This design comes from an exercise in tuning for small area and a short achievable clock period on the open sky130 flow, not from production work.
The RTL was checked by simulation tests, not by an equivalence proof against the original design.
No activity file was given, so power comes from the tool's default toggle rates.

<file path="flow/constraint.sdc">
create_clock -name core_clock -period 4.6 [get_ports {CLK}]
set_input_delay 0.9200 -clock core_clock [delete_from_list [all_inputs] [get_ports {CLK}]]
set_output_delay 0.9200 -clock core_clock [all_outputs]
set_load 0.01 [all_outputs]
</file>
<file path="flow/config.mk">
export PLATFORM = sky130hd
export DESIGN_NAME = data_mem_responder
export DESIGN_NICKNAME = data_mem_responder
export VERILOG_FILES = /design/flow/design.v
export SDC_FILE = /design/flow/constraint.sdc
export NUM_CORES = 4
export LEC_CHECK = 0
export CAP_MARGIN = 20
export CORE_MARGIN = 2
export CORE_UTILIZATION = 60
export CTS_CLUSTER_DIAMETER = 80
export CTS_CLUSTER_SIZE = 25
export SETUP_SLACK_MARGIN = 2.5
export SLEW_MARGIN = 20
</file>
<file path="flow/design.v">
module data_mem_responder #(
  parameter int DEPTH       = 64,
  parameter int WAIT_CYCLES = 2
) (
  input  logic        CLK,
  input  logic        Reset,
  input  logic        req,
  input  logic        we,
  input  logic [31:0] addr,
  input  logic [31:0] wdata,
  input  logic [3:0]  be,
  output logic [31:0] rdata,
  output logic        ack,
  output logic        err,
  output logic        busy
);
  localparam int AW = $clog2(DEPTH);
  localparam int NG = DEPTH / 4;
  localparam int GW = AW - 2;
  logic          r_busy, r_ack, r_err;
  logic          r_st1, r_ld1, r_p2, r_ld2;
  logic          r_pa, r_pb;
  logic [1:0]    r_rot, r_pos;
  logic [GW-1:0] r_grp;
  logic [3:0]    r_be;
  logic [31:0]   r_wdata;
  logic [31:0]   r_hold, r_rdata;
  logic          w_acc, w_legal, w_wr, w_cap;
  logic [1:0]    w_pos_in;
  logic [1:0]    r_sel [NG];
  assign w_acc   = req && !r_busy;
  assign w_legal = (addr[1:0] == 2'b00) && (addr[31:AW+2] == '0);
  assign rdata = r_rdata;
  assign ack   = r_ack;
  assign err   = r_err;
  assign busy  = r_busy;
  assign w_pos_in = addr[3:2] + r_rot + 2'd1;
  assign w_wr  = (r_pa || r_pb) && (r_pos == 2'd3);
  assign w_cap = !r_busy && !(r_pb && !w_wr);
  always_ff @(posedge CLK or posedge Reset)
    if (Reset) begin
      r_busy <= 1'b0;
      r_ack  <= 1'b0;
      r_err  <= 1'b0;
      r_st1  <= 1'b0;
      r_ld1  <= 1'b0;
      r_p2   <= 1'b0;
      r_ld2  <= 1'b0;
      r_pa   <= 1'b0;
    end else begin
      r_busy <= w_acc || r_st1 || r_ld1 || r_p2;
      r_ack  <= (w_acc && !w_legal) || r_p2;
      r_err  <= w_acc && !w_legal;
      r_st1  <= w_acc && w_legal && we;
      r_ld1  <= w_acc && w_legal && !we;
      r_p2   <= r_st1 || r_ld1;
      r_ld2  <= r_ld1;
      r_pa   <= (w_acc && w_legal && we) || (r_pa && r_st1 && !w_wr);
    end
  always_ff @(posedge CLK)
    r_pb <= (r_pa && !r_st1 && !w_wr) || (r_pb && !w_wr);
  always_ff @(posedge CLK)
    r_rot <= r_rot + 2'd1;
  always_ff @(posedge CLK)
    if (w_cap) begin
      r_grp   <= addr[AW+1:4];
      r_pos   <= w_pos_in;
      r_be    <= be;
      r_wdata <= wdata;
    end else begin
      r_pos   <= r_pos + 2'd1;
    end
  logic [31:0] q [NG][4];
  logic [NG-1:0] w_gsel;
  for (genvar g = 0; g < NG; g++) begin : g_grp
    assign w_gsel[g] = (r_grp == GW'(g));
    always_ff @(posedge CLK) begin
      q[g][1] <= q[g][0];
      q[g][2] <= q[g][1];
      q[g][3] <= q[g][2];
    end
    for (genvar b = 0; b < 4; b++) begin : g_byte
      always_ff @(posedge CLK)
        q[g][0][8*b +: 8] <= (w_wr && w_gsel[g] && r_be[b]) ? r_wdata[8*b +: 8] : q[g][3][8*b +: 8];
    end
    for (genvar h = 0; h < 2; h++) begin : g_rsel
      always_ff @(posedge CLK)
        r_sel[g][h] <= (!r_busy && addr[AW+1:4] == GW'(g) && w_pos_in == 2'(2*h)) ||
                       (r_ld1 && w_gsel[g] && r_pos + 2'd1 == 2'(2*h));
    end
  end
  logic [31:0] w_m;
  always_comb begin
    w_m = '0;
    for (int g = 0; g < NG; g++) begin
      w_m = w_m | (q[g][0] & {32{r_sel[g][0]}});
      w_m = w_m | (q[g][2] & {32{r_sel[g][1]}});
    end
  end
  always_ff @(posedge CLK)
    r_hold <= w_m;
  always_ff @(posedge CLK or posedge Reset)
    if (Reset) r_rdata <= '0;
    else       r_rdata <= r_ld2 ? (r_hold | w_m) : '0;
endmodule
</file>
<file path="flow/run.sh">
#!/bin/bash
# synth_recipe.tcl (not shown) runs the flow's synth.tcl, then flattens the netlist and writes it again
# the make line also repeats each setting of config.mk as NAME=value (left out here)
make -C /OpenROAD-flow-scripts/flow DESIGN_CONFIG=/design/flow/config.mk WORK_HOME=/design/flow/orfs CLKGATE_MAP_FILE= SYNTH_SCRIPT=/design/flow/synth_recipe.tcl finish
</file>
==> impl_results.md, run 1 <==
- Most instantiated cells after synthesis: dfxtp_1 (2117), mux2_2 (484), a221oi_1 (256), a22o_1 (256), clkbuf_1 (132)
- H-Tree Depth: 3
- Number of global-route vias before repair: between 30000 and 40000
- Sink Count: between 2000 and 2500
- Syn nets: 3806
- CTS root buffer: clkbuf_16
- ANT nets after route: 0
- Synth top area share: 72.7%
- Final Net Count: roughly 4000
- RSZ-0062 raised after global routing: true
- Mean Syn Cell Area: between 15 and 20 µm²
- Count leader, synth: dfxtp_1
- EDFF count, synth: 40
- HP Class: flip-flop to flip-flop
- Total routed wirelength: ~140 mm
- Startpoint Class: flip-flop
- Die H: between 300 and 400 µm
- Core area: 96400 µm²
- Sequential share of power: approximately 66%
- Die area: ~100000 µm²
- Drt first pass iters: 5
- Placement Cell Area: just over 60000 µm²
- Final Hold Viols: 0
- Synth Instances: 3730
- Leak: roughly 26 nW
- Worst-Skew Late Latency: around 0.71 ns
- Critical path class: flip-flop to primary output
- P_sw: 5.89 mW
- DP Wirelength: approximately 86 mm
- Status: finished clean
- Final setup fails: 0
- Clk slew on worst S/H paths: roughly 0.10 ns
- Overflow after GRT: 0
- Sequential area share after synthesis: roughly three quarters
- Yosys warning count: 3
- Final worst path period need: about 2.3 ns
- Slew Viols, Final: 0
- Async SR Flop Fraction: 1.82%
- First-pass GRT wire length: 209 mm
- Layout cell share with drive strength beyond 1: about 22%
- Setup Skew: about 0.026 ns
- Max incr delay on CP: between 0.4 and 0.5 ns
- Inserted Diodes: 0
- WP data required: roughly 3.7 ns
- Yosys cell types: 49
- Slowest-stage cell, CP: dfrtp_1
- Core Rows: roughly 110
- Fin crit share: between 40% and 50%
- Switching Share: between 20% and 30%
- Crit-path leading delay family: flip-flops
- FMAX: 443 MHz
- Initial antenna violation count: 2
- Initial DRC count: ~2200
- Maxcap violations: 0
- Synthesis-stage register bit count: 2197
- DR WL/cell: 27.5 µm
- Post-Syn Area: roughly 58000 µm²
- Largest cells by area after synthesis: dfxtp_1 (73%), mux2_2 (9.4%), a221oi_1 (3.8%)
- Maximum vdd drop: roughly 0.35 mV
- Ys flop type: dfxtp_1
- Arrival @ worst endpoint: 1.34 ns
- Setup TNS Final: 0 ns
- Crit-path max FO: 1
- Clock power share: 33.2%
- TritonCTS clock tree: yes
- Vias: 30100
- Buffers on Ports: approximately 110
- Design Area, Final: approximately 64000 µm²
- Max clock buf depth: 3
- CP Cell Sequence: buf_2
- IO Pins: 107
- Vias/cell: between 5 and 6
- Final setup margin: 2.34 ns
- Largest net degree at the start of global routing: 41
- Largest area contributor in the netlist: dfxtp_1
- Area delta synth->final: 10.5%
- Internal power: roughly 23 mW
- Tightest Pin Transition: 0.948 ns
- Slew HR: a little under two fifths
- GRT Total Usage: between 20% and 30%
- PwrDens: about 450 nW/µm²
- Die width: around 320 µm
- Part of the power in combinational logic: less than 1%
- Crit. End Element: primary output
- DRC Markers: 0
- GPL Wtd Cong: 0.813
- CP bufs+invs: 1
- Starting Density: 60.5%
- Num CTS Buffers: 97
- Pre-CTS setup slack: 1.74 ns
## state kept, by name, indices dropped and copies added, names as in the netlist
signal,cells
r_be,4
r_hold,32
r_rot,2
q,2048
r_grp,4
r_ld2,1
r_busy,1
r_wdata,32
r_err,1
r_pos,2
r_rdata,32
r_ld1,1
r_pb,1
r_sel,32
r_ack,1
r_p2,1
r_st1,1
r_pa,1
## metrics by stage
step / power [mW] / hold WS [ns] / util (%) / std cells
2_1_floorplan: 19.7 / 0.310 / - / 3730
3_3_place_gp: 19.9 / 0.310 / 63.0 / 5010
3_5_place_dp: 19.9 / 0.312 / 63.0 / 5010
4_1_cts: 29.3 / 0.324 / 66.6 / 5193
5_1_grt: 30.0 / 0.333 / 66.8 / 5202
6_report: 29.2 / 0.319 / 66.8 / 5202
## routing by layer
metal,wire (µm),up-vias,track usage [%]
met1,62200,15200,38.2
met4,5080,2,9.93
li1,-,13700,-
met3,6880,281,4.34
met5,12,-,0
met2,68700,851,48.0
## timing repair
item	in CTS	in global routing
setup buffers	41	9
hold buffers	0	0
endpoints found under the setup margin	544	366
gates cloned	0	0
pin swaps	32	10
gates resized for setup	208	15
## cell type report
cell class                      instances  area (µm²)
Sequential cell                      2197       44700
Fill cell                            6783       32000
Multi-Input combinational cell       1352       13200
Clock buffer                          140        2720
Timing Repair Buffer                  196        2080
Tap cell                             1276        1600
Inverter                               39         146
Clock inverter                          2        13.8
## final timing paths
check | start | endpoint | slack [ns] | cells past startpoint
worst max-delay path | r_rdata[7]$_DFF_PP0_ | rdata[7] | 2.34 | 1
worst min-delay path | q[61][4]$_DFF_P_ | q[62][4]$_DFF_P_ | 0.32 | 0
worst max register to register | r_sel[14][0]$_DFF_P_ | r_rdata[25]$_DFF_PP0_ | 2.51 | 5
worst min register to register | q[61][4]$_DFF_P_ | q[62][4]$_DFF_P_ | 0.32 | 0
max in group asynchronous | Reset | r_rdata[31]$_DFF_PP0_ | 3.13 | 3
min in group asynchronous | Reset | r_busy$_DFF_PP0_ | 0.83 | 3
## cell families (layout without fill, tap and decap cells)
family                     count (synthesis)  in the layout  share of synthesized area (%)
AOI/OAI and AO/OA                        582            582                           8.46
adders and majority gates                  4              4                         0.0859
and+or+nand+nor                          248            248                           3.62
muxes                                    514            514                           9.98
xor gates and xnor gates                   4              4                         0.0837
DFF                                     2197           2197                           76.5
buffers and inverters                    181            377                           1.28
## power by group through the flow
stage | Clock (mW) | Sequential (mW) | Combinational (mW)
2_1_floorplan | 0 | 19.6 | 0.151
5_1_grt | 10.5 | 19.3 | 0.258
4_1_cts | 9.81 | 19.2 | 0.245
3_3_place_gp | 0 | 19.7 | 0.228
3_5_place_dp | 0 | 19.7 | 0.232
6_report | 9.68 | 19.3 | 0.250
## cells in the final DEF, fill, tap and decap left out, types with 30 or more instances in the layout
master	instances
o22ai_1	32
dfxtp_1	2085
buf_4	53
and4_1	63
inv_1	37
a31oi_1	32
edfxtp_1	40
buf_12	35
nor2_8	30
dfrtp_1	38
nand2_1	50
a221oi_1	255
a22o_1	256
clkdlybuf4s50_1	71
clkbuf_1	37
clkbuf_16	103
mux2_2	484
dfxtp_4	30
==> run 2: changes to the inputs <==
==> flow/flow/run.sh (new file) <==
#!/bin/bash
# Layout flow: the standard ORFS flow (standard.sh), with two changes:
#  * port buffers are plain buffers (buf_2) instead of the delay cell buffer_ports picks;
#  * CTS adds no dummy load cells to balance leaf nets.
# ORFS writes each step's full log under orfs/logs/; make's own output goes to standard.log.
set -euo pipefail
export BUFFER_PORTS_ARGS="-buffer_cell sky130_fd_sc_hd__buf_2"
export CTS_ARGS="-sink_clustering_enable -repair_clock_nets -dont_use_dummy_load"
bash standard.sh > standard.log 2>&1
==> flow/standard.sh (new file) <==
#!/bin/bash
# synth_recipe.tcl (not shown) runs the flow's synth.tcl, then flattens the netlist and writes it again
# the make line also repeats each setting of config.mk as NAME=value (left out here)
make -C /OpenROAD-flow-scripts/flow DESIGN_CONFIG=/design/flow/config.mk WORK_HOME=/design/flow/orfs CLKGATE_MAP_FILE= SYNTH_SCRIPT=/design/flow/synth_recipe.tcl "${@:-finish}"
--- a/flow/config.mk
+++ b/flow/config.mk
@@ -8,7 +8,5 @@
 export CAP_MARGIN = 20
 export CORE_MARGIN = 2
 export CORE_UTILIZATION = 60
-export CTS_CLUSTER_DIAMETER = 80
-export CTS_CLUSTER_SIZE = 25
 export SETUP_SLACK_MARGIN = 2.5
 export SLEW_MARGIN = 20
removed: flow/run.sh
==> run 2 against run 1 <==
Compared with the run above:
- sequential share of layout area is 2.0 points lower
- area after synthesis unchanged
- clock skew grew 0.015 ns
- critical path depth unchanged
- critical endpoint is now rdata[31]
==> impl_results.md, run 2 <==
- Status: finished clean
- Maxcap violations: 0
- Most instantiated cells after synthesis: dfxtp_1 (2117), mux2_2 (484), a221oi_1 (256), a22o_1 (256), clkbuf_1 (132)
- Final setup fails: 0
- Die H: 316 µm
- Slew HR: about two fifths
- Worst-Skew Late Latency: about 0.78 ns
- PwrDens: roughly 500 nW/µm²
- Num CTS Buffers: approximately 200
- Max incr delay on CP: between 0.4 and 0.5 ns
- Sequential area share after synthesis: approximately 76%
- Initial antenna violation count: 5
- Leak: 26.8 nW
- CP Cell Sequence: buf_6
- Yosys warning count: 3
- Total routed wirelength: approximately 150 mm
- Final Net Count: 4066
- Internal power: around 27 mW
- Maximum vdd drop: around 0.32 mV
- Post-Syn Area: 58300 µm²
- Post-Layout Cell Count: 5265
- Clock power share: 41.2%
- Most frequent cells in the layout: dfxtp_1 (2085), mux2_2 (484), a22o_1 (256), a221oi_1 (256), clkbuf_16 (196)
- IO Pins: roughly 110
- Mean Syn Cell Area: about 16 µm²
- Synth top area share: 72.7%
- Part of the power in combinational logic: less than 1%
- Max clock buf depth: 3
- TritonCTS clock tree: yes
- Fill count: 6585
- Ys flop type: dfxtp_1
- Overflow after GRT: 0
- Final worst path period need: about 2.3 ns
- Area occupied by multi-input gates: about 13000 µm²
- Core area: between 90000 and 100000 µm²
- Core Rows: roughly 110
- Sink Count: approximately 2200
- Setup Skew: slightly above 0.04 ns
- Tightest Pin Transition: 0.921 ns
- Largest register FFs: between 2000 and 2500
- P_sw: around 6.5 mW
- Crit-path max FO: 1
- DRC Markers: 0
- Switching Share: 19.7%
- GPL Wtd Cong: 0.825
- WP data required: around 3.7 ns
- Critical path class: flip-flop to primary output
- CTS root buffer: clkbuf_16
- Crit-path leading delay family: flip-flops
- Yosys cell types: between 40 and 50
- Area delta synth->final: 13.8%
- RSZ-0062 raised after global routing: true
- DP Wirelength: 85.5 mm
- Clk slew on worst S/H paths: about 0.060 ns
- Vias/cell: between 5 and 6
- Fin crit share: between 40% and 50%
- Setup TNS Final: 0 ns
- Syn nets: 3806
- Largest net degree at the start of global routing: 33
- Async SR Flop Fraction: roughly 1.8%
- Commonest non-fill, non-tap cell in the layout: dfxtp_1
- ANT nets after route: 0
- Vias: between 30000 and 40000
- Sequential share of power: around three fifths
- Final setup margin: 2.32 ns
- Final Hold Viols: 0
- H-Tree Depth: 4
- Count leader, synth: dfxtp_1
- Number of global-route vias before repair: ~33000
- Buffers on Ports: 106
- Pre-CTS setup slack: 1.84 ns
- Arrival @ worst endpoint: about 1.4 ns
- Starting Density: 60.5%
- Drt first pass iters: 5
- FMAX: between 400 and 500 MHz
- DR WL/cell: about 28 µm
- Startpoint Class: flip-flop
- Placement Cell Area: roughly 60000 µm²
- CP bufs+invs: 1
- Synth Instances: approximately 3700
- Layout cell share with drive strength beyond 1: 25.6%
- Largest cells by area after synthesis: dfxtp_1 (73%), mux2_2 (9.4%), a221oi_1 (3.8%)
- Synthesis-stage register bit count: 2197
- Die width: ~320 µm
- Crit. End Element: primary output
- Die area: about 100000 µm²
- EDFF count, synth: 40
- Slew Viols, Final: 0
- First-pass GRT wire length: 216 mm
- Slowest-stage cell, CP: dfrtp_2
- Largest area contributor in the netlist: dfxtp_1
- GRT Total Usage: roughly 30%
- Sequential cell area: roughly 45000 µm²
- HP Class: input port to asynchronous set/reset pin
- Design Area, Final: between 60000 and 70000 µm²
- Reg with most FFs: q
- Initial DRC count: about 2400
- Dpl cells: 5009
-- run 2: final timing paths --
| path | to | depth (start not counted) | slack, ns | start |
|---|---|---|---|---|
| min in group core_clock | q[18][1]$_DFF_P_ | 0 | 0.30 | q[17][1]$_DFF_P_ |
| hold reg to reg | q[18][1]$_DFF_P_ | 0 | 0.30 | q[17][1]$_DFF_P_ |
| hold / removal | r_rdata[20]$_DFF_PP0_ | 2 | 0.13 | Reset |
| setup reg to reg | r_rdata[7]$_DFF_PP0_ | 4 | 2.46 | r_sel[15][1]$_DFF_P_ |
| max in group asynchronous | r_rdata[31]$_DFF_PP0_ | 3 | 3.23 | Reset |
| setup / recovery | rdata[31] | 1 | 2.32 | r_rdata[31]$_DFF_PP0_ |
-- run 2: kinds of logic after synthesis --
family / count (synthesis) / share of synthesized area [%]
DFF: 2197 / 76.5
xor gates and xnor gates: 4 / 0.0837
and+or+nand+nor: 248 / 3.62
AOI/OAI and AO/OA: 582 / 8.46
adders and majority gates: 4 / 0.0859
muxes: 514 / 9.98
buffers and inverters: 181 / 1.28
-- run 2: power groups by stage --
stage / logic (mW) / clock network (mW) / registers (mW)
floorplan: 0.151 / 0 / 19.6
global placement: 0.194 / 0 / 19.7
detailed placement: 0.197 / 0 / 19.7
CTS: 0.214 / 13.8 / 19.3
global route: 0.228 / 14.6 / 19.3
finish: 0.219 / 13.7 / 19.3
-- run 2: area by class of cell --
class	instances	share of cell area [%]
sequential	2197	67.4
multi-input combinational	1352	19.9
clock buffer	196	7.40
timing repair buffer	204	2.69
tap	1276	2.41
inverter	39	0.221
antenna	1	0.00377
-- run 2: metrics by stage --
stage               total power, mW  utilization (%)  hold WS [ns]
floorplan                      19.7                -         0.310
global placement               19.9             62.4         0.310
detailed placement             19.9             62.4         0.312
CTS                            33.3             68.4         0.105
global route                   34.1             68.8         0.115
finish                         33.2             68.8         0.128
-- run 2: what timing repair did --
action	in CTS	in global routing
pin swaps	22	15
buffers inserted	40	19
resized for setup	61	8
hold buffers	0	0
endpoints found under the setup margin	542	196
-- run 2: layer usage --
layer / GRT usage [%] / share of wire (%) / vias to the layer above
met4: 12.0 / 4.0 / 0
met2: 50.8 / 49 / 941
met1: 38.3 / 42 / 15700
met3: 4.55 / 5.0 / 321
li1: - / - / 13900
met5: 0 / 0 / -
==> run 3: changes to the inputs <==
--- a/flow/config.mk
+++ b/flow/config.mk
@@ -8,5 +8,7 @@
 export CAP_MARGIN = 20
 export CORE_MARGIN = 2
 export CORE_UTILIZATION = 60
-export SETUP_SLACK_MARGIN = 2.5
+export CTS_CLUSTER_DIAMETER = 80
+export CTS_CLUSTER_SIZE = 25
+export SETUP_SLACK_MARGIN = 2.6
 export SLEW_MARGIN = 20
==> run 3 against run 2 <==
Compared with the run above:
- still clean
- global-route usage is 0.21 points higher
- sequential share of layout area is 0.083 points lower
- total power hardly changed
- wire length is 0.47% higher
- clock power hardly changed
- fmax is 0.79% lower
- cell area is 0.15% higher
- clock skew is 0.0018 ns lower
- register-to-register slack better by 0.10 ns
- largest cell class unchanged
==> impl_results.md, run 3 <==
- Tightest Pin Transition: 0.902 ns
- Fin crit share: about 50%
- Area delta synth->final: 13.9%
- Dpl cells: approximately 5000
- Placement Cell Area: around 60000 µm²
- Setup TNS Final: 0 ns
- IO Pins: 107
- Async SR Flop Fraction: under 10%
- DRC Markers: 0
- Syn nets: ~3800
- GRT Total Usage: a little under a third
- Initial antenna violation count: 6
- Maxcap violations: 0
- GPL Wtd Cong: 0.825
- Max clock buf depth: 3
- Post-Layout Cell Count: roughly 5300
- Crit-path max FO: 1
- Ys flop type: dfxtp_1
- Core Rows: around 110
- Final Hold Viols: 0
- Slowest-stage cell, CP: dfrtp_2
- Mean Syn Cell Area: ~16 µm²
- Slew Viols, Final: 0
- Worst-Skew Late Latency: ~0.8 ns
- Met1 Routed Length: 62.1 mm
- Reg with most FFs: q
- DR WL/cell: ~28 µm
- Initial DRC count: between 2000 and 2500
- Fill count: 6566
- Largest cells by area after synthesis: dfxtp_1 (73%), mux2_2 (9.4%), a221oi_1 (3.8%)
- Met2 routed WL: 73.4 mm
- Drt first pass iters: 6
- Setup Skew: just under 0.04 ns
- Largest area contributor in the netlist: dfxtp_1
- Design Area, Final: approximately 66000 µm²
- Synthesis-stage register bit count: ~2200
- Largest register FFs: between 2000 and 2500
- H-Tree Depth: 4
- R2r endpoint: r_rdata[7]$_DFF_PP0_
- Die area: 99700 µm²
- Vias: 31000
- CP Cell Sequence: buf_6
- Reg2reg start: r_sel[3][1]$_DFF_P_
- Met3 routed WL: 7.86 mm
- Most frequent cells in the layout: dfxtp_1 (2083), mux2_2 (483), a22o_1 (256), a221oi_1 (256), clkbuf_16 (196)
- CTS hold repair buffers: 0
- Num CTS Buffers: approximately 200
- FF-to-FF path depth: 3
- Final worst path period need: around 2.3 ns
- Yosys warning count: 3
- Arrival @ worst endpoint: about 1.4 ns
- Number of global-route vias before repair: around 33000
- Most instantiated cells after synthesis: dfxtp_1 (2117), mux2_2 (484), a221oi_1 (256), a22o_1 (256), clkbuf_1 (132)
- HP Class: input port to asynchronous set/reset pin
- First-pass GRT wire length: about 220 mm
- Worst reg2reg setup slack: about 2.6 ns
- ANT nets after route: 0
- Overflow after GRT: 0
- DP Wirelength: 85.5 mm
- Maximum vdd drop: roughly 0.32 mV
- EDFF count, synth: 40
- Clk slew on worst S/H paths: ~0.060 ns
- Starting Density: between 60% and 70%
- Vias/cell: a little under 6
- Synth top area share: ~73%
- Total routed wirelength: approximately 150 mm
- Max incr delay on CP: 0.47 ns
- Status: finished clean
- Uppermost layer routed: met4
- Sequential area share after synthesis: roughly three quarters
- Crit-path leading delay family: flip-flops
- Leak: approximately 27 nW
- Post-Syn Area: a little under 60000 µm²
- RSZ-0062 raised after global routing: true
- FMAX: approximately 430 MHz
- Die width: approximately 320 µm
- CP bufs+invs: 1
- Layout cell share with drive strength beyond 1: between 20% and 30%
- Count leader, synth: dfxtp_1
- PwrDens: around 500 nW/µm²
- Synth Instances: around 3700
- Core area: around 96000 µm²
- Die H: between 300 and 400 µm
- Sink Count: 2197
- WP data required: roughly 3.7 ns
- TritonCTS clock tree: yes
- Critical path class: flip-flop to primary output
- CTS root buffer: clkbuf_16
- Final Net Count: 4071
- Largest net degree at the start of global routing: 33
- Commonest non-fill, non-tap cell in the layout: dfxtp_1
- Yosys cell types: slightly below 50
- Slew HR: between 30% and 40%
- Final setup fails: 0
- Crit. End Element: primary output
- Post-Route Hold Slack: between 0.1 and 0.15 ns
- Startpoint Class: flip-flop
- Buffers on Ports: around 110
run 3: worst max path at each step:
stage | startpoint | endpoint | slack (ns) | cells past startpoint
after floorplan | addr[2] | r_sel[12][1]$_DFF_P_ | 2.71 | 6
after global placement | r_pos[0]$_DFF_P_ | q[16][12]$_DFF_P_ | 1.91 | 6
after detailed placement | r_pos[0]$_DFF_P_ | q[16][13]$_DFF_P_ | 1.84 | 6
after CTS | r_rdata[31]$_DFF_PP0_ | rdata[31] | 2.24 | 1
after global routing | r_rdata[31]$_DFF_PP0_ | rdata[31] | 2.27 | 1
final | r_rdata[31]$_DFF_PP0_ | rdata[31] | 2.30 | 1
run 3: timing repair:
item,4_1_cts,5_1_grt
endpoints found under the setup margin,632,310
setup buffers,58,6
pin swaps,31,10
resized for setup,72,16
run 3: final cells by class:
| cell class | count | area, µm² | share of cell area (%) |
|---|---|---|---|
| sequential | 2197 | 44700 | 67.3 |
| multi-input combinational | 1352 | 13200 | 19.9 |
| clock buffer | 196 | 4900 | 7.39 |
| timing repair buffer | 209 | 1840 | 2.77 |
| tap | 1276 | 1600 | 2.40 |
| inverter | 39 | 146 | 0.220 |
| antenna | 2 | 5.00 | 0.00754 |
run 3: layer usage:
layer	up-vias	track usage, %
li1	13900	-
met1	15700	38.5
met4	0	12.5
met5	-	0
met2	1006	51.0
met3	347	4.57
run 3: kinds of logic after synthesis:
kind of cell	synth area share, %
flip-flops	76.5
XOR/XNOR	0.0837
multiplexers	9.98
buffers and inverters	1.28
AND/OR/NAND/NOR	3.62
adder cells (fa/ha/maj)	0.0859
AO/OA/AOI/OAI	8.46
run 3: metrics by stage:
step	setup slack [ns]	total power, mW	util (%)
2_1_floorplan	2.71	19.7	-
3_3_place_gp	1.91	19.9	62.4
3_5_place_dp	1.84	19.9	62.4
4_1_cts	2.24	33.3	68.7
5_1_grt	2.27	34.1	68.9
6_report	2.30	33.2	68.9
run 3: power by group:
group          switching, mW  internal (mW)  total (mW)
logic                  0.160         0.0748       0.234
clock network           6.22           7.44        13.7
registers              0.164           19.1        19.3
total                   6.54           26.6        33.2
==> run 4: changes to the inputs <==
--- a/flow/config.mk
+++ b/flow/config.mk
@@ -7,7 +7,7 @@
 export LEC_CHECK = 0
 export CAP_MARGIN = 20
 export CORE_MARGIN = 2
-export CORE_UTILIZATION = 60
+export CORE_UTILIZATION = 72
 export CTS_CLUSTER_DIAMETER = 80
 export CTS_CLUSTER_SIZE = 25
 export SETUP_SLACK_MARGIN = 2.6
==> run 4 against run 3 <==
Compared with the run above:
- non-clock buffer count rose by 8
- critical path depth did not move
- cell count fell by 4.1%
- count of clock-buffer cells in the layout fell by 5
- sequential share of layout area rose by 0.26 points
- die area fell by 16%
- clock power barely moved
- sequential cell count did not move
- sequential power barely moved
- total power fell by 0.72%
- critical path type unchanged
- highest routed layer is now met5
==> impl_results.md, run 4 <==
- Core Rows: 104
- Startpoint Class: flip-flop
- Reg2reg start: r_sel[8][1]$_DFF_P_
- First-pass GRT wire length: 211 mm
- Largest net degree at the start of global routing: 43
- Initial antenna violation count: 5
- Largest area contributor in the netlist: dfxtp_1
- End of the critical path: rdata[5]
- Number of global-route vias before repair: 33600
- Compound-Gate Fraction of Synth Area: around 8.5%
- Tightest Pin Transition: around 0.84 ns
- CTS root buffer: clkbuf_16
- GPL Wtd Cong: just over 0.9
- Area delta synth->final: 13.5%
- RSZ-0062 raised after global routing: true
- Yosys cell types: 49
- Count leader, synth: dfxtp_1
- ANT nets after route: 0
- Synthesis-stage register bit count: 2197
- Vias: between 30000 and 40000
- M1 GR Usage: 43.7%
- Ys flop type: dfxtp_1
- EDFF count, synth: 40
- XOR/XNOR Fraction of Synth Area: less than 1%
- H-Tree Depth: 4
- Commonest non-fill, non-tap cell in the layout: dfxtp_1
- Leak: between 20 and 30 nW
- Arrival @ worst endpoint: around 1.3 ns
- DP Wirelength: approximately 84 mm
- Die H: between 200 and 300 µm
- CP bufs+invs: 1
- Worst reg2reg setup slack: 2.61 ns
- WP depth: 1
- Synth Instances: between 3000 and 4000
- Fin crit share: about half
- GRT Total Usage: around a third
- Busiest grt layer: met2
- Critical path class: flip-flop to primary output
- Placement Cell Area: between 50000 and 60000 µm²
- Post-Synth Adder-Cell Area: less than 1%
- Most frequent cells in the layout: dfxtp_1 (2084), mux2_2 (484), a22o_1 (256), a221oi_1 (256), clkbuf_16 (191)
- Layout cell share with drive strength beyond 1: 25.8%
- Max clock buf depth: 3
- Total routed wirelength: 144 mm
- Inserted Diodes: 0
- Crit. End Element: primary output
- Crit-path leading delay family: flip-flops
- Core area: ~80000 µm²
- Vias/cell: about 6.2
- Final Hold Viols: 0
- Slew HR: between 40% and 50%
- Overflow after GRT: 0
- Multiplexer share of the synthesized area: around 10%
- TritonCTS clock tree: yes
- IO Pins: 107
- Drt first pass iters: 9
- FF-to-FF path depth: 4
- Buffers on Ports: between 100 and 150
- FMAX: 442 MHz
- CP Cell Sequence: buf_2
- DR WL/cell: 28.5 µm
- Design Area, Final: 66100 µm²
- Setup Skew: between 0.09 and 0.1 ns
- Clk slew on worst S/H paths: ~0.060 ns
- Largest register FFs: between 2000 and 2500
- Die area: ~83000 µm²
- Largest cells by area after synthesis: dfxtp_1 (73%), mux2_2 (9.4%), a221oi_1 (3.8%)
- Post-synthesis simple-gate area fraction: ~3.6%
- Mean Syn Cell Area: between 15 and 20 µm²
- Crit-path max FO: 1
- Power Total: between 30 and 40 mW
- Yosys warning count: 3
- Reg with most FFs: q
- Grt met2 use: a little under 60%
- Starting Density: between 70% and 80%
- Final Net Count: 4074
- PwrDens: 498 nW/µm²
- Worst-Skew Late Latency: between 0.7 and 0.8 ns
- Sequential area share after synthesis: about three quarters
- HP Class: flip-flop to flip-flop
- Main combinational cell family by area after synthesis: multiplexers
- Global-route met3 utilization: under 10%
- WP data required: 3.68 ns
- Max incr delay on CP: 0.41 ns
- Final worst path period need: approximately 2.3 ns
- Maxcap violations: 0
- Final setup fails: 0
- Post-Syn Area: between 50000 and 60000 µm²
- Syn nets: approximately 3800
- CP Launch Point: r_rdata[5]$_DFF_PP0_
- Initial DRC count: ~2600
- Slew Viols, Final: 0
- CTS hold repair buffers: 0
- Die width: ~290 µm
- Async SR Flop Fraction: under 10%
- Status: finished clean
- Pre-CTS setup slack: around 2.1 ns
- Setup TNS Final: 0 ns
- Num CTS Buffers: around 190
- Slowest-stage cell, CP: dfrtp_1
- R2r endpoint: r_rdata[1]$_DFF_PP0_
- Most instantiated cells after synthesis: dfxtp_1 (2117), mux2_2 (484), a221oi_1 (256), a22o_1 (256), clkbuf_1 (132)
- Maximum vdd drop: ~0.40 mV
- DRC Markers: 0
- Synth top area share: 72.7%
- Final setup margin: 2.34 ns
- Sink Count: around 2200
[run 4: cell types whose count changed in the layout (fill, tap and decap cells not counted), sizes merged]
cell	delta
diode	-2
clkbuf	-5
buf	+8
[run 4: where the power goes]
part	switching, mW	internal [mW]
Clock	6.18	7.25
Combinational	0.154	0.0666
Sequential	0.160	19.1
[run 4: layout make-up]
cell class / instances / area [µm²]
timing repair buffer: 217 / 2030
tap: 1060 / 1330
inverter: 39 / 149
fill: 4059 / 14200
clock buffer: 191 / 4780
sequential: 2197 / 44700
multi-input combinational: 1352 / 13200
[run 4: worst min path at each step]
stage | start | to | slack, ns | cells after the start
detailed placement | q[9][1]$_DFF_P_ | q[10][1]$_DFF_P_ | 0.31 | 0
finish | q[61][5]$_DFF_P_ | q[62][5]$_DFF_P_ | 0.26 | 0
global placement | q[1][6]$_DFF_P_ | q[2][6]$_DFF_P_ | 0.31 | 0
CTS | q[61][5]$_DFF_P_ | q[62][5]$_DFF_P_ | 0.25 | 0
floorplan | q[9][0]$_DFF_P_ | q[10][0]$_DFF_P_ | 0.31 | 0
global route | q[61][5]$_DFF_P_ | q[62][5]$_DFF_P_ | 0.25 | 0
[run 4: routing by layer]
layer,up-vias,wire (µm)
met3,448,9140
met4,6,6330
met5,-,38
met2,1309,70200
li1,13800,-
met1,15900,58200
[run 4: logic make-up (layout without fill, tap and decap cells)]
family / after synthesis / after routing
compound gates: 582 / 582
xor+xnor: 4 / 4
fa+ha+maj: 4 / 4
buf+inv: 181 / 447
flops: 2197 / 2197
mux: 514 / 514
simple gates: 248 / 248
[run 4: timing repair]
action / CTS / global route
cloned: 0 / 0
endpoints found under the setup margin: 568 / 382
buffers inserted: 64 / 7
pin swaps: 42 / 4
resized for setup: 63 / 25
[run 4: per-stage QoR]
step / hold slack, ns / instances / util, %
final: 0.256 / 5056 / 82.4
after global routing: 0.252 / 5056 / 82.4
after global placement: 0.310 / 4794 / 74.6
after floorplan: 0.310 / 3730 / -
after detailed placement: 0.312 / 4794 / 74.6
after CTS: 0.245 / 5049 / 82.1
==> run 5: changes to the inputs <==
==> flow/flow/run.sh (replaced) <==
#!/bin/bash
# Layout flow: the standard ORFS flow (standard.sh), with two changes:
#  * port buffers are plain buffers (buf_2) instead of the delay cell buffer_ports picks;
#  * CTS clusters up to 25 sinks within 80 um per leaf buffer and adds no dummy load
#    cells to balance leaf nets.
# ORFS writes each step's full log under orfs/logs/; make's own output goes to standard.log.
set -euo pipefail
export BUFFER_PORTS_ARGS="-buffer_cell sky130_fd_sc_hd__buf_2"
export CTS_ARGS="-sink_clustering_enable -repair_clock_nets -dont_use_dummy_load -sink_clustering_size 25 -sink_clustering_max_diameter 80"
bash standard.sh > standard.log 2>&1
--- a/flow/config.mk
+++ b/flow/config.mk
@@ -7,8 +7,6 @@
 export LEC_CHECK = 0
 export CAP_MARGIN = 20
 export CORE_MARGIN = 2
-export CORE_UTILIZATION = 72
-export CTS_CLUSTER_DIAMETER = 80
-export CTS_CLUSTER_SIZE = 25
+export CORE_UTILIZATION = 60
 export SETUP_SLACK_MARGIN = 2.6
 export SLEW_MARGIN = 20
==> run 5 against run 4 <==
Compared with the run above:
- fmax increased by 1.1%
- cell area decreased by 2.7%
- clock power decreased by 31%
- synthesized cell count unchanged
- global-route usage decreased by 5.1 points
- cell count increased by 2.8%
- total power decreased by 13%
- first-iteration DRC count decreased by 6.0%
- wire length increased by 3.2%
- worst hold slack got worse by 0.056 ns
- non-clock buffer count increased by 20
- clock skew decreased by 0.061 ns
- critical path type unchanged
- largest cell class unchanged
- largest power group unchanged
==> impl_results.md, run 5 <==
- Initial DRC count: about 2500
- Layout cell share with drive strength beyond 1: 24.6%
- H-Tree Depth: 3
- Number of global-route vias before repair: about 32000
- CTS hold repair buffers: 0
- Synth top area share: around 73%
- Total routed wirelength: 148 mm
- Final Net Count: 4000
- DR WL/cell: 28.6 µm
- CP bufs+invs: 1
- RSZ-0062 raised after global routing: true
- Post-Synth Adder-Cell Area: less than 1%
- End of the critical path: rdata[31]
- Leak: around 26 nW
- Worst reg2reg setup slack: 2.57 ns
- Setup TNS Final: 0 ns
- Setup Skew: about 0.032 ns
- First-pass GRT wire length: ~210 mm
- Die H: approximately 320 µm
- R2r endpoint: r_rdata[7]$_DFF_PP0_
- Core area: between 90000 and 100000 µm²
- Final worst path period need: approximately 2.2 ns
- Ys flop type: dfxtp_1
- Vias/cell: a little under 6
- Status: finished clean
- PwrDens: between 400 and 500 nW/µm²
- Sequential area share after synthesis: ~76%
- Slowest-stage cell, CP: dfrtp_2
- Startpoint Class: flip-flop
- Crit-path max FO: 1
- FMAX: between 400 and 500 MHz
- Initial antenna violation count: 6
- WP depth: 1
- Critical path class: flip-flop to primary output
- Area delta synth->final: 10.4%
- Maxcap violations: 0
- Crit. End Element: primary output
- Die width: around 320 µm
- Multiplexer share of the synthesized area: approximately a tenth
- Drt first pass iters: 7
- Compound-Gate Fraction of Synth Area: 8.46%
- Syn nets: between 3000 and 4000
- Post-synthesis simple-gate area fraction: 3.62%
- Largest register FFs: 2048
- Clk slew on worst S/H paths: about 0.090 ns
- Num CTS Buffers: 97
- Design Area, Final: ~64000 µm²
- Overflow after GRT: 0
- GPL Wtd Cong: between 0.8 and 0.9
- Vias: 30400
- XOR/XNOR Fraction of Synth Area: 0.0837%
- Most frequent cells in the layout: dfxtp_1 (2082), mux2_2 (483), a22o_1 (256), a221oi_1 (256), buf_2 (101)
- Commonest non-fill, non-tap cell in the layout: dfxtp_1
- IO Pins: roughly 110
- Max incr delay on CP: about 0.47 ns
- Sink Count: around 2200
- Reg with most FFs: q
- CP Launch Point: r_rdata[31]$_DFF_PP0_
- Largest net degree at the start of global routing: 33
- Mean Syn Cell Area: 15.6 µm²
- ANT nets after route: 0
- Main combinational cell family by area after synthesis: multiplexers
- Synthesis-stage register bit count: around 2200
- Starting Density: between 60% and 70%
- Async SR Flop Fraction: between 1.5 and 2%
- Final setup fails: 0
- Buffers on Ports: approximately 110
- EDFF count, synth: 40
- Yosys warning count: 3
- Slew Viols, Final: 0
- Tightest Pin Transition: 0.914 ns
- Synth Instances: ~3700
- GRT Total Usage: 29.4%
- DRC Markers: 0
- Fin crit share: about half
- Max clock buf depth: 3
- Count leader, synth: dfxtp_1
- CP Cell Sequence: buf_6
- WP data required: about 3.7 ns
- TritonCTS clock tree: yes
- CTS root buffer: clkbuf_16
- Largest cells by area after synthesis: dfxtp_1 (73%), mux2_2 (9.4%), a221oi_1 (3.8%)
- Arrival @ worst endpoint: ~1.3 ns
- Most instantiated cells after synthesis: dfxtp_1 (2117), mux2_2 (484), a221oi_1 (256), a22o_1 (256), clkbuf_1 (132)
- Yosys cell types: 49
- Post-Syn Area: roughly 58000 µm²
- Crit-path leading delay family: flip-flops
- Maximum vdd drop: roughly 0.34 mV
- Placement Cell Area: approximately 60000 µm²
- Slew HR: around two fifths
- FF-to-FF path depth: 3
- Reg2reg start: r_sel[3][1]$_DFF_P_
- HP Class: input port to asynchronous set/reset pin
- DP Wirelength: approximately 86 mm
- Largest area contributor in the netlist: dfxtp_1
- Die area: between 90000 and 100000 µm²
- Core Rows: ~110
- Final Hold Viols: 0
- Worst-Skew Late Latency: around 0.71 ns
==> run 5: cell count changes in the layout (fill, tap and decap cells not counted), moves of 3 or more <==
cell       before  now
buf_6          19    8
clkbuf_16     191   97
buf_12         44   50
buf_2          92  101
buf_4          61   74
dfxtp_2         6    3
dfxtp_4        27   32
==> run 5: layout make-up <==
type	count	area (µm²)
timing repair buffer	237	2220
fill	6752	32100
sequential	2197	44700
multi-input combinational	1352	13200
tap	1276	1600
antenna	2	5.00
inverter	39	146
clock buffer	97	2430
==> run 5: repair_timing <==
item	in CTS	in global routing
setup endpoints to repair	645	440
pin swaps	38	14
setup buffers	69	23
resized for setup	67	24
==> run 5: routing by layer <==
layer	wire length, µm	vias up	GRT usage [%]	part of all wire, %
li1	-	13700	-	-
met1	63000	15500	38.4	42
met2	72500	931	50.2	49
met3	6960	315	3.83	4.7
met4	6010	0	11.0	4.0
met5	0	-	0	0
==> run 5: worst min path at each step <==
stage	start	end	slack, ns	cells after the start
floorplan	q[9][0]$_DFF_P_	q[10][0]$_DFF_P_	0.31	0
global placement	q[9][1]$_DFF_P_	q[10][1]$_DFF_P_	0.31	0
detailed placement	q[9][2]$_DFF_P_	q[10][2]$_DFF_P_	0.31	0
CTS	Reset	r_rdata[19]$_DFF_PP0_	0.17	2
global route	Reset	r_rdata[17]$_DFF_PP0_	0.17	2
finish	Reset	r_rdata[17]$_DFF_PP0_	0.20	2
==> run 5: kinds of logic after synthesis <==
logic type                 after synthesis
buffers and inverters                  181
xor gates and xnor gates                 4
muxes                                  514
adders and majority gates                4
DFF                                   2197
AOI/OAI and AO/OA                      582
and+or+nand+nor                        248
==> run 5: per-stage QoR <==
step / setup WS (ns) / power, mW / hold WS, ns / std cells / utilization (%)
6_report: 2.36 / 28.8 / 0.201 / 5200 / 66.7
4_1_cts: 2.22 / 28.8 / 0.167 / 5175 / 66.3
5_1_grt: 2.31 / 29.5 / 0.172 / 5200 / 66.7
2_1_floorplan: 2.71 / 19.7 / 0.310 / 3730 / -
3_3_place_gp: 1.91 / 19.9 / 0.310 / 5009 / 62.4
3_5_place_dp: 1.84 / 19.9 / 0.312 / 5009 / 62.4
==> run 5: power by group <==
group | leakage (nW) | internal (mW) | total (mW) | switching, mW
clock | 1.20 | 3.78 | 9.28 | 5.50
combinational | 6.61 | 0.0769 | 0.238 | 0.161
sequential | 18.0 | 19.1 | 19.3 | 0.166
total | 25.8 | 22.9 | 28.8 | 5.83
==> run 6: changes to the inputs <==
--- a/flow/config.mk
+++ b/flow/config.mk
@@ -8,5 +8,5 @@
 export CAP_MARGIN = 20
 export CORE_MARGIN = 2
 export CORE_UTILIZATION = 60
-export SETUP_SLACK_MARGIN = 2.6
+export SETUP_SLACK_MARGIN = 2.35
 export SLEW_MARGIN = 20
==> run 6 against run 5 <==
Compared with the run above:
- count of clock-buffer cells in the layout is the same
- core utilization shrank 1.0 points
- first-iteration DRC count shrank 10%
- clock skew shrank 0.0017 ns
- largest power group unchanged
- sequential share of layout area grew 1.0 points
- via count shrank 0.86%
- register-to-register slack lost 0.28 ns
- cell area shrank 1.5%
- die area is the same
- total power shrank 0.18%
- still clean on timing, DRC and antenna
==> impl_results.md, run 6 <==
- Slew HR: between 20% and 30%
- Arrival @ worst endpoint: around 2.8 ns
- HP Class: input port to asynchronous set/reset pin
- DR WL/cell: around 28 µm
- Maxcap violations: 0
- IO Pins: between 100 and 150
- Sink Count: ~2200
- Synthesis-stage register bit count: between 2000 and 2500
- First-pass GRT wire length: 210 mm
- Final setup fails: 0
- DRC Markers: 0
- Largest cells by area after synthesis: dfxtp_1 (73%), mux2_2 (9.4%), a221oi_1 (3.8%)
- Count leader, synth: dfxtp_1
- FMAX: about 430 MHz
- GRT Total Usage: between 20% and 30%
- Vias/cell: 5.87
- Main combinational cell family by area after synthesis: multiplexers
- Die width: between 300 and 400 µm
- Die area: between 90000 and 100000 µm²
- Max clock buf depth: 3
- XOR/XNOR Fraction of Synth Area: less than 1%
- Slew Viols, Final: 0
- TritonCTS clock tree: yes
- Largest net degree at the start of global routing: 33
- Maximum vdd drop: 0.340 mV
- Clk slew on worst S/H paths: about 0.090 ns
- Pre-CTS setup slack: approximately 1.8 ns
- H-Tree Depth: 3
- Tightest Pin Transition: roughly 1.1 ns
- Reg with most FFs: q
- Commonest non-fill, non-tap cell in the layout: dfxtp_1
- GPL Wtd Cong: roughly 0.82
- Post-Synth Adder-Cell Area: 0.0859%
- Fin util: 65.7%
- Largest area contributor in the netlist: dfxtp_1
- Placement Cell Area: approximately 60000 µm²
- Setup Skew: around 0.030 ns
- Sequential area share after synthesis: between 70% and 80%
- CTS root buffer: clkbuf_16
- Worst-Skew Late Latency: roughly 0.7 ns
- Fin crit share: between 50% and 60%
- Number of global-route vias before repair: approximately 31000
- Post-synthesis simple-gate area fraction: 3.62%
- Most frequent cells in the layout: dfxtp_1 (2085), mux2_2 (484), a22o_1 (256), a221oi_1 (256), buf_2 (105)
- Worst reg2reg setup slack: ~2.3 ns
- Overflow after GRT: 0
- Setup TNS Final: 0 ns
- Mean Syn Cell Area: approximately 16 µm²
- WP data required: just over 5 ns
- Synth Instances: between 3000 and 4000
- Num CTS Buffers: 97
- Buffers on Ports: 106
- Yosys warning count: 3
- Ys flop type: dfxtp_1
- Die H: 316 µm
- Post-Layout Cell Count: slightly above 5000
- Final Hold Viols: 0
- Design Area, Final: 63400 µm²
- Initial antenna violation count: 6
- EDFF count, synth: 40
- Most instantiated cells after synthesis: dfxtp_1 (2117), mux2_2 (484), a221oi_1 (256), a22o_1 (256), clkbuf_1 (132)
- Dpl cells: 5009
- Final worst path period need: between 2 and 2.5 ns
- R2r endpoint: r_rdata[7]$_DFF_PP0_
- Yosys cell types: between 40 and 50
- Starting Density: 60.5%
- Layout cell share with drive strength beyond 1: a little under a quarter
- Syn nets: ~3800
- Compound-Gate Fraction of Synth Area: between 8 and 9%
- Power Total: around 29 mW
- Core Rows: between 100 and 150
- Crit-path max FO: 23
- Post-Route Hold Slack: 0.202 ns
- Drt first pass iters: 5
- Critical path class: flip-flop to flip-flop
- Final Net Count: approximately 4000
- RSZ-0062 raised after global routing: true
- Initial DRC count: approximately 2200
- PwrDens: 453 nW/µm²
- CP Launch Point: r_sel[5][1]$_DFF_P_
- ANT nets after route: 0
- Async SR Flop Fraction: between 1.5 and 2%
- Post-Syn Area: roughly 58000 µm²
- Largest register FFs: just over 2000
- Reg2reg start: r_sel[5][1]$_DFF_P_
- Status: finished clean
- Synth top area share: between 70% and 80%
- Startpoint Class: flip-flop
- Total routed wirelength: between 100 and 150 mm
- Core area: 96400 µm²
- Area delta synth->final: 8.70%
- Crit. End Element: flip-flop
- FF-to-FF path depth: 4
- DP Wirelength: roughly 86 mm
- Vias: approximately 30000
- Final setup margin: 2.29 ns
- Multiplexer share of the synthesized area: 9.98%
- Leak: roughly 25 nW
-- run 6: cell counts after synthesis --
Identical to the previous run, type by type.
-- run 6: critical path, stage by stage (launching register included) --
cell      delay [ns]
dfxtp_2         0.95
a22o_1          0.28
a221oi_1        0.05
and4_1          0.33
a31oi_1         0.45
-- run 6: final cells by class --
| type | count | area [µm²] |
|---|---|---|
| diodes | 1 | 2.50 |
| repair buffers | 180 | 1380 |
| inverters | 39 | 146 |
| multi-input cells | 1352 | 13100 |
| flip-flops and latches | 2197 | 44700 |
| clock buffers | 97 | 2430 |
| fillers | 6899 | 33100 |
| well taps | 1276 | 1600 |
-- run 6: what timing repair did --
| action | CTS | global route |
|---|---|---|
| buffers inserted | 20 | 15 |
| pin swaps | 15 | 11 |
| gates resized for setup | 32 | 12 |
| endpoints found under the setup margin | 331 | 174 |
| hold buffers | 0 | 0 |
-- run 6: routing by layer --
| layer | GRT usage [%] | share of wire (%) | vias up |
|---|---|---|---|
| met5 | 0 | 0 | - |
| met4 | 10.0 | 3.6 | 0 |
| met3 | 3.61 | 4.7 | 284 |
| met2 | 49.5 | 49 | 835 |
| met1 | 38.0 | 43 | 15500 |
| li1 | - | - | 13600 |
-- run 6: worst max path at each step --
stage / slack, ns / cells after the start / end
CTS: 2.07 / 5 / q[24][14]$_DFF_P_
global route: 2.29 / 5 / q[24][26]$_DFF_P_
global placement: 1.91 / 6 / q[16][12]$_DFF_P_
floorplan: 2.71 / 6 / r_sel[12][1]$_DFF_P_
finish: 2.29 / 4 / r_rdata[7]$_DFF_PP0_
detailed placement: 1.84 / 6 / q[16][13]$_DFF_P_
-- run 6: cell families (layout without fill, tap and decap cells) --
| family | Yosys count | count (layout) |
|---|---|---|
| DFF | 2197 | 2197 |
| AOI/OAI and AO/OA | 582 | 582 |
| muxes | 514 | 514 |
| and+or+nand+nor | 248 | 248 |
| buffers and inverters | 181 | 316 |
| adders and majority gates | 4 | 4 |
| xor gates and xnor gates | 4 | 4 |
| other | 0 | 1 |
-- run 6: report_power, final --
group	internal, mW	switching (mW)
sequential	19.1	0.167
combinational	0.0633	0.146
clock	3.78	5.47
total	22.9	5.79
==> run 7: changes to the inputs <==
--- a/flow/config.mk
+++ b/flow/config.mk
@@ -8,5 +8,5 @@
 export CAP_MARGIN = 20
 export CORE_MARGIN = 2
 export CORE_UTILIZATION = 60
-export SETUP_SLACK_MARGIN = 2.35
+export SETUP_SLACK_MARGIN = 2.2
 export SLEW_MARGIN = 20
==> run 7 against run 6 <==
Compared with the run above:
- total power about the same
- global-route usage decreased by 0.31 points
- sequential cell count unchanged
- clock power about the same
- area after synthesis unchanged
- critical path depth increased by 1
- core utilization decreased by 0.63 points
- critical path type unchanged
- critical endpoint is now q[12][23]$_DFF_P_
==> impl_results.md, run 7 <==
- Fin util: between 60 and 70%
- Setup TNS Final: 0 ns
- Ys flop type: dfxtp_1
- Reg with most FFs: q
- Slew HR: a little over a fifth
- CTS hold repair buffers: 0
- Reg2reg start: r_pos[0]$_DFF_P_
- Maximum vdd drop: slightly above 0.4 mV
- RSZ-0062 raised after global routing: true
- TritonCTS clock tree: yes
- Largest register FFs: ~2000
- CTS root buffer: clkbuf_16
- DP Wirelength: 88.0 mm
- WP data required: between 5 and 6 ns
- Post-Syn Area: about 60000 µm²
- Most instantiated cells after synthesis: dfxtp_1 (2117), mux2_2 (484), a221oi_1 (256), a22o_1 (256), clkbuf_1 (132)
- Number of global-route vias before repair: between 30000 and 40000
- PwrDens: about 460 nW/µm²
- Largest net degree at the start of global routing: 29
- ANT nets after route: 0
- CP bufs+invs: 0
- GRT Total Usage: between 20% and 30%
- GPL Wtd Cong: roughly 0.87
- DRC Markers: 0
- Status: finished clean
- Final Net Count: approximately 4000
- CP Cell Sequence: ha_1, o21ai_0, nor2_2, nand3_2, mux2_2
- HP Class: flip-flop to flip-flop
- Commonest non-fill, non-tap cell in the layout: dfxtp_1
- Final Hold Viols: 0
- First-pass GRT wire length: slightly above 200 mm
- H-Tree Depth: 3
- Crit-path max FO: 8
- Hold Path Depth: 0
- Tightest Pin Transition: ~1.2 ns
- Dpl cells: 5010
- Die area: approximately 100000 µm²
- R2r endpoint: q[12][23]$_DFF_P_
- EDFF count, synth: 40
- DR WL/cell: ~28 µm
- Buffers on Ports: ~110
- Maxcap violations: 0
- Max incr delay on CP: roughly 0.49 ns
- Critical path class: flip-flop to flip-flop
- Overflow after GRT: 0
- IO Pins: around 110
- Layout cell share with drive strength beyond 1: between 20% and 30%
- Slew Viols, Final: 0
- Post-Layout Cell Count: ~5000
- Fin crit share: between 50% and 60%
- Synth Instances: 3730
- Final setup fails: 0
- Vias: 30100
- Worst-Skew Late Latency: about 0.70 ns
- FF-to-FF path depth: 5
- Startpoint Class: flip-flop
- Leak: 25.2 nW
- Most frequent cells in the layout: dfxtp_1 (2085), mux2_2 (484), a22o_1 (256), a221oi_1 (256), buf_2 (106)
- Mean Syn Cell Area: around 16 µm²
- Core area: between 90000 and 100000 µm²
- Final worst path period need: between 2 and 2.5 ns
- Total routed wirelength: 143 mm
- Initial antenna violation count: 6
- Largest area contributor in the netlist: dfxtp_1
- Sequential area share after synthesis: roughly three quarters
- Crit-path leading delay family: simple AND/OR/NAND/NOR gates
- Slowest-stage cell, CP: nand3_2
- Sink Count: 2197
- Initial DRC count: between 2000 and 2500
- Num CTS Buffers: 97
- Async SR Flop Fraction: under 10%
- Core Rows: ~110
- Synth top area share: approximately 73%
- Die H: about 320 µm
- Syn nets: approximately 3800
- Starting Density: between 60% and 70%
- Worst reg2reg setup slack: 2.19 ns
- Max clock buf depth: 3
- Clk slew on worst S/H paths: 0.09 ns
- Hold Path Sink: q[30][9]$_DFF_P_
- Yosys warning count: 3
- Synthesis-stage register bit count: 2197
- Vias/cell: slightly below 6
- Area delta synth->final: 7.66%
- Count leader, synth: dfxtp_1
- Drt first pass iters: 5
- Worst hold path startpoint: q[29][9]$_DFF_P_
- FMAX: between 400 and 500 MHz
- Die width: about 320 µm
- Setup Skew: between 0.05 and 0.06 ns
- Crit. End Element: flip-flop
- Largest cells by area after synthesis: dfxtp_1 (73%), mux2_2 (9.4%), a221oi_1 (3.8%)
- Yosys cell types: 49
- Arrival @ worst endpoint: approximately 3.0 ns
## run 7: power by group
group | total (mW) | leakage (nW) | switching [mW] | internal [mW]
sequential | 19.3 | 18.0 | 0.160 | 19.1
clock | 9.22 | 1.20 | 5.44 | 3.78
combinational | 0.208 | 6.00 | 0.146 | 0.0619
## run 7: worst max path at each step
stage | start | endpoint | slack, ns | cells after the start
after floorplan | r_pos[0]$_DFF_P_ | r_be[0]$_DFFE_PP_ | 2.33 | 3
after global placement | r_pos[0]$_DFF_P_ | q[28][1]$_DFF_P_ | 2.07 | 5
after detailed placement | r_pos[0]$_DFF_P_ | q[28][3]$_DFF_P_ | 2.02 | 5
after CTS | r_grp[1]$_DFFE_PP_ | q[24][1]$_DFF_P_ | 2.13 | 4
after global routing | r_pos[0]$_DFF_P_ | q[12][23]$_DFF_P_ | 2.17 | 5
final | r_pos[0]$_DFF_P_ | q[12][23]$_DFF_P_ | 2.19 | 5
## run 7: through the flow
| stage | worst slack, ns | area [µm²] | power, mW | hold WS, ns |
|---|---|---|---|---|
| 4_1_cts | 2.13 | 62700 | 28.8 | 0.292 |
| 2_1_floorplan | 2.33 | 58300 | 19.7 | 0.310 |
| 5_1_grt | 2.17 | 62800 | 29.5 | 0.299 |
| 3_3_place_gp | 2.07 | 60200 | 19.9 | 0.310 |
| 6_report | 2.19 | 62800 | 28.7 | 0.298 |
| 3_5_place_dp | 2.02 | 60200 | 19.9 | 0.312 |
## run 7: layout make-up
type,instances,area [µm²]
Timing Repair Buffer,152,888
Clock buffer,97,2430
Multi-Input combinational cell,1352,13100
Fill cell,6992,33700
Sequential cell,2197,44600
Tap cell,1276,1600
Inverter,39,149
Antenna cell,3,7.51
## run 7: cells by family (layout without fill, tap and decap cells)
logic type,after synthesis,count (layout),synth area share (%)
compound gates,582,582,8.46
xor+xnor,4,4,0.0837
fa+ha+maj,4,4,0.0859
buf+inv,181,288,1.28
flops,2197,2197,76.5
mux,514,514,9.98
other cells,0,3,0
simple gates,248,248,3.62
## run 7: timing repair
item | CTS | global route
endpoints found under the setup margin | 145 | 67
pin swaps | 1 | 2
resized for setup | 12 | 6
buffers inserted | 2 | 4
## run 7: worst register-to-register path, cell delays in order, from the launching register on
cell	delay, ns
dfxtp_1	0.40
ha_1	0.25
o21ai_0	0.31
nor2_2	0.42
nand3_2	0.49
mux2_2	0.46
## run 7: per-layer routing
| metal | GRT usage (%) | share of wire, % | vias up |
|---|---|---|---|
| li1 | - | - | 13500 |
| met1 | 37.6 | 42 | 15200 |
| met2 | 47.7 | 48 | 1011 |
| met3 | 4.68 | 5.7 | 305 |
| met4 | 10.8 | 4.1 | 6 |
| met5 | 0 | 0.017 | - |
==> run 8: changes to the inputs <==
--- a/flow/config.mk
+++ b/flow/config.mk
@@ -8,5 +8,5 @@
 export CAP_MARGIN = 20
 export CORE_MARGIN = 2
 export CORE_UTILIZATION = 60
-export SETUP_SLACK_MARGIN = 2.2
+export SETUP_SLACK_MARGIN = 3.0
 export SLEW_MARGIN = 20
==> run 8 against run 7 <==
Compared with the run above:
- cell area increased by 13%
- via count rose by 7.7%
- highest routed layer is now met4
- global-route usage grew 5.1 points
- critical path depth shrank 4
- clock power grew 1%
- sequential share of layout area fell by 7.9 points
==> impl_results.md, run 8 <==
- Fin util: between 70 and 80%
- Mean Syn Cell Area: roughly 16 µm²
- Post-Layout Cell Count: 5396
- Internal power: ~23 mW
- FF-to-FF path depth: 8
- Syn nets: 3806
- Layout cell share with drive strength beyond 1: about a third
- Die H: between 300 and 400 µm
- Maxcap violations: 0
- Commonest non-fill, non-tap cell in the layout: dfxtp_1
- Vias: 32400
- IO Pins: about 110
- Arrival @ worst endpoint: between 1 and 1.5 ns
- Slowest-stage cell, CP: dfrtp_2
- Synthesis-stage register bit count: around 2200
- GPL Wtd Cong: around 0.83
- Dpl cells: roughly 5000
- Sequential share of power: between 60 and 70%
- P_sw: around 6 mW
- Largest area contributor in the netlist: dfxtp_1
- Setup TNS Final: 0 ns
- Final Net Count: roughly 4200
- Reg with most FFs: q
- Core Rows: 114
- Leak: 28.3 nW
- Area occupied by multi-input gates: approximately 16000 µm²
- Clk slew on worst S/H paths: ~0.090 ns
- Largest cells by area after synthesis: dfxtp_1 (73%), mux2_2 (9.4%), a221oi_1 (3.8%)
- CP Launch Point: r_rdata[0]$_DFF_PP0_
- GRT Total Usage: 33.7%
- Slew Viols, Final: 0
- Final setup fails: 0
- DP Wirelength: 88.8 mm
- Slew HR: a little over a third
- WP data required: roughly 3.7 ns
- Count leader, synth: dfxtp_1
- Pre-CTS setup slack: 1.83 ns
- Part of the power in combinational logic: roughly 1.5%
- Setup Skew: roughly 0.043 ns
- Design Area, Final: between 70000 and 80000 µm²
- Fill count: 5951
- ANT nets after route: 0
- Sequential area share after synthesis: approximately three quarters
- Max clock buf depth: 3
- Synth top area share: a little over 70%
- Crit. End Element: primary output
- R2r endpoint: q[32][28]$_DFF_P_
- Placement Cell Area: just over 60000 µm²
- Overflow after GRT: 0
- Area delta synth->final: 21.3%
- Initial antenna violation count: 10
- Final Hold Viols: 0
- Drt first pass iters: 7
- DR WL/cell: 31.7 µm
- Fin crit share: 49.7%
- Clock power share: 32.2%
- Worst-Skew Late Latency: a little over 0.7 ns
- Vias/cell: around 6
- Most frequent cells in the layout: dfxtp_1 (2082), mux2_4 (460), a22o_1 (255)
- Sequential cell area: 44700 µm²
- Final worst path period need: approximately 2.3 ns
- Num CTS Buffers: slightly below 100
- CP bufs+invs: 1
- Post-Syn Area: 58300 µm²
- Maximum vdd drop: between 0.3 and 0.4 mV
- Initial DRC count: between 2000 and 3000
- Async SR Flop Fraction: under 10%
- Largest net degree at the start of global routing: 32
- Synth Instances: 3730
- Startpoint Class: flip-flop
- CTS root buffer: clkbuf_16
- DRC Markers: 0
- EDFF count, synth: 40
- Crit-path leading delay family: flip-flops
- Switching Share: 20.6%
- Number of global-route vias before repair: ~34000
- Status: finished clean
- Critical path class: flip-flop to primary output
- Die width: ~320 µm
- Total routed wirelength: between 150 and 200 mm
- Tightest Pin Transition: roughly 0.96 ns
- Largest register FFs: slightly above 2000
- FMAX: around 440 MHz
- Most instantiated cells after synthesis: dfxtp_1 (2117), mux2_2 (484), a221oi_1 (256), a22o_1 (256), clkbuf_1 (132)
- End of the critical path: rdata[0]
- RSZ-0062 raised after global routing: true
- Ys flop type: dfxtp_1
- Post-Route Hold Slack: about 0.23 ns
- TritonCTS clock tree: yes
- Core area: between 90000 and 100000 µm²
- Worst reg2reg setup slack: between 2 and 3 ns
- Reg2reg start: r_grp[1]$_DFFE_PP_
- Starting Density: between 60 and 70%
- CP Cell Sequence: buf_6
- PwrDens: 410 nW/µm²
- H-Tree Depth: 3
- Final setup margin: between 2 and 2.5 ns
- Buffers on Ports: about 110
- Die area: roughly 100000 µm²
- Yosys cell types: between 40 and 50
- Crit-path max FO: 1
- Max incr delay on CP: just under 0.5 ns
- First-pass GRT wire length: approximately 240 mm
- Yosys warning count: 3
- Power Total: roughly 29 mW
- HP Class: input port to asynchronous set/reset pin
- WP depth: 1
- Sink Count: between 2000 and 2500
==> run 8: cell count changes in the layout (fill, tap and decap cells not counted), moves of 20 or more <==
cell,delta
buf_12,+131
a221oi_2,+126
a221oi_1,-126
mux2_1,-20
dfxtp_2,-28
mux2_2,-432
buf_6,+89
and4_4,+38
buf_4,+47
mux2_4,+452
dfxtp_4,+31
and4_1,-43
==> run 8: cell families (layout without fill, tap and decap cells) <==
logic type	count (synthesis)	after routing	share of synthesized area, %
AO/OA/AOI/OAI	582	582	8.46
flip-flops	2197	2197	76.5
multiplexers	514	514	9.98
other	0	2	0
XOR/XNOR	4	4	0.0837
adder cells (fa/ha/maj)	4	4	0.0859
buffers and inverters	181	568	1.28
AND/OR/NAND/NOR	248	249	3.62
==> run 8: how the worst min path moves through the flow <==
stage	from	to	slack [ns]
after global routing	Reset	r_rdata[5]$_DFF_PP0_	0.22
after CTS	q[53][0]$_DFF_P_	q[54][0]$_DFF_P_	0.31
after detailed placement	q[21][5]$_DFF_P_	q[22][5]$_DFF_P_	0.31
after global placement	q[9][27]$_DFF_P_	q[10][27]$_DFF_P_	0.31
after floorplan	q[9][0]$_DFF_P_	q[10][0]$_DFF_P_	0.31
final	Reset	r_rdata[3]$_DFF_PP0_	0.23
==> run 8: per-layer routing <==
layer / wire [µm] / global-route usage [%] / vias up
met5: 0 / 0 / -
met3: 10500 / 5.17 / 390
met4: 8180 / 13.9 / 0
met2: 79100 / 54.4 / 1242
met1: 73000 / 45.7 / 16600
li1: - / - / 14100
==> run 8: timing repair <==
| action | in CTS | in global routing |
|---|---|---|
| hold buffers | 0 | 0 |
| resized for setup | 663 | 210 |
| pin swaps | 147 | 100 |
| gates cloned | 6 | 0 |
| endpoints found under the setup margin | 642 | 624 |
| setup buffers | 256 | 19 |
==> run 8: power groups by stage <==
| stage | clock (mW) | sequential [mW] | combinational [mW] |
|---|---|---|---|
| floorplan | 0 | 19.6 | 0.169 |
| finish | 9.33 | 19.2 | 0.443 |
| global placement | 0 | 19.7 | 0.212 |
| global route | 10.1 | 19.2 | 0.448 |
| CTS | 9.36 | 19.2 | 0.388 |
| detailed placement | 0 | 19.7 | 0.215 |
==> run 8: final cells by class <==
cell class	count	share of cell area [%]
flip-flops and latches	2197	63.2
multi-input cells	1353	23.3
repair buffers	432	7.57
clock buffers	97	3.43
well taps	1276	2.26
inverters	39	0.234
diodes	2	0.00708

re-timing with driven ports:
The flow's constraints put no driver on any port. The routed layouts listed below were extracted and timed again, unchanged, in two steps.
Step 1: set_driving_cell puts a clkbuf_16 on CLK and a buf_2 on each other input, an assumption about the parent block.
Step 2, shift: input delay + t, output delay - t, t = (earliest + latest rising clock arrival at the registers) / 2. This alone moves slack from input paths to output paths.
a / b / c = no drivers / after step 1 / after step 2; a / b = the first two.
run | t, ns | setup WS [ns] | worst setup path after step 2 | worst data-port slew with drivers (ns)
run 1 | 0.760 | 2.345 / 2.280 / 1.924 | input to register | 0.13
run 2 | 0.828 | 2.316 / 2.245 / 2.168 | input to register | 0.14
run 3 | 0.827 | 2.298 / 2.228 / 2.158 | input to register | 0.15
run 4 | 0.815 | 2.336 / 2.262 / 2.195 | input to register | 0.14
run 5 | 0.763 | 2.361 / 2.289 / 2.203 | input to register | 0.14
run 6 | 0.760 | 2.290 / 2.287 / 2.210 | input to register | 0.14
run 7 | 0.752 | 2.190 / 2.190 / 2.190 | register to register | 0.14
run 8 | 0.772 | 2.314 / 2.242 / 2.305 | input to register | 0.09
After both steps setup and hold are still met in every run listed. For run 1, which loses most, drivers alone change the setup slack by -0.065 ns; drivers and shift together by -0.421 ns.
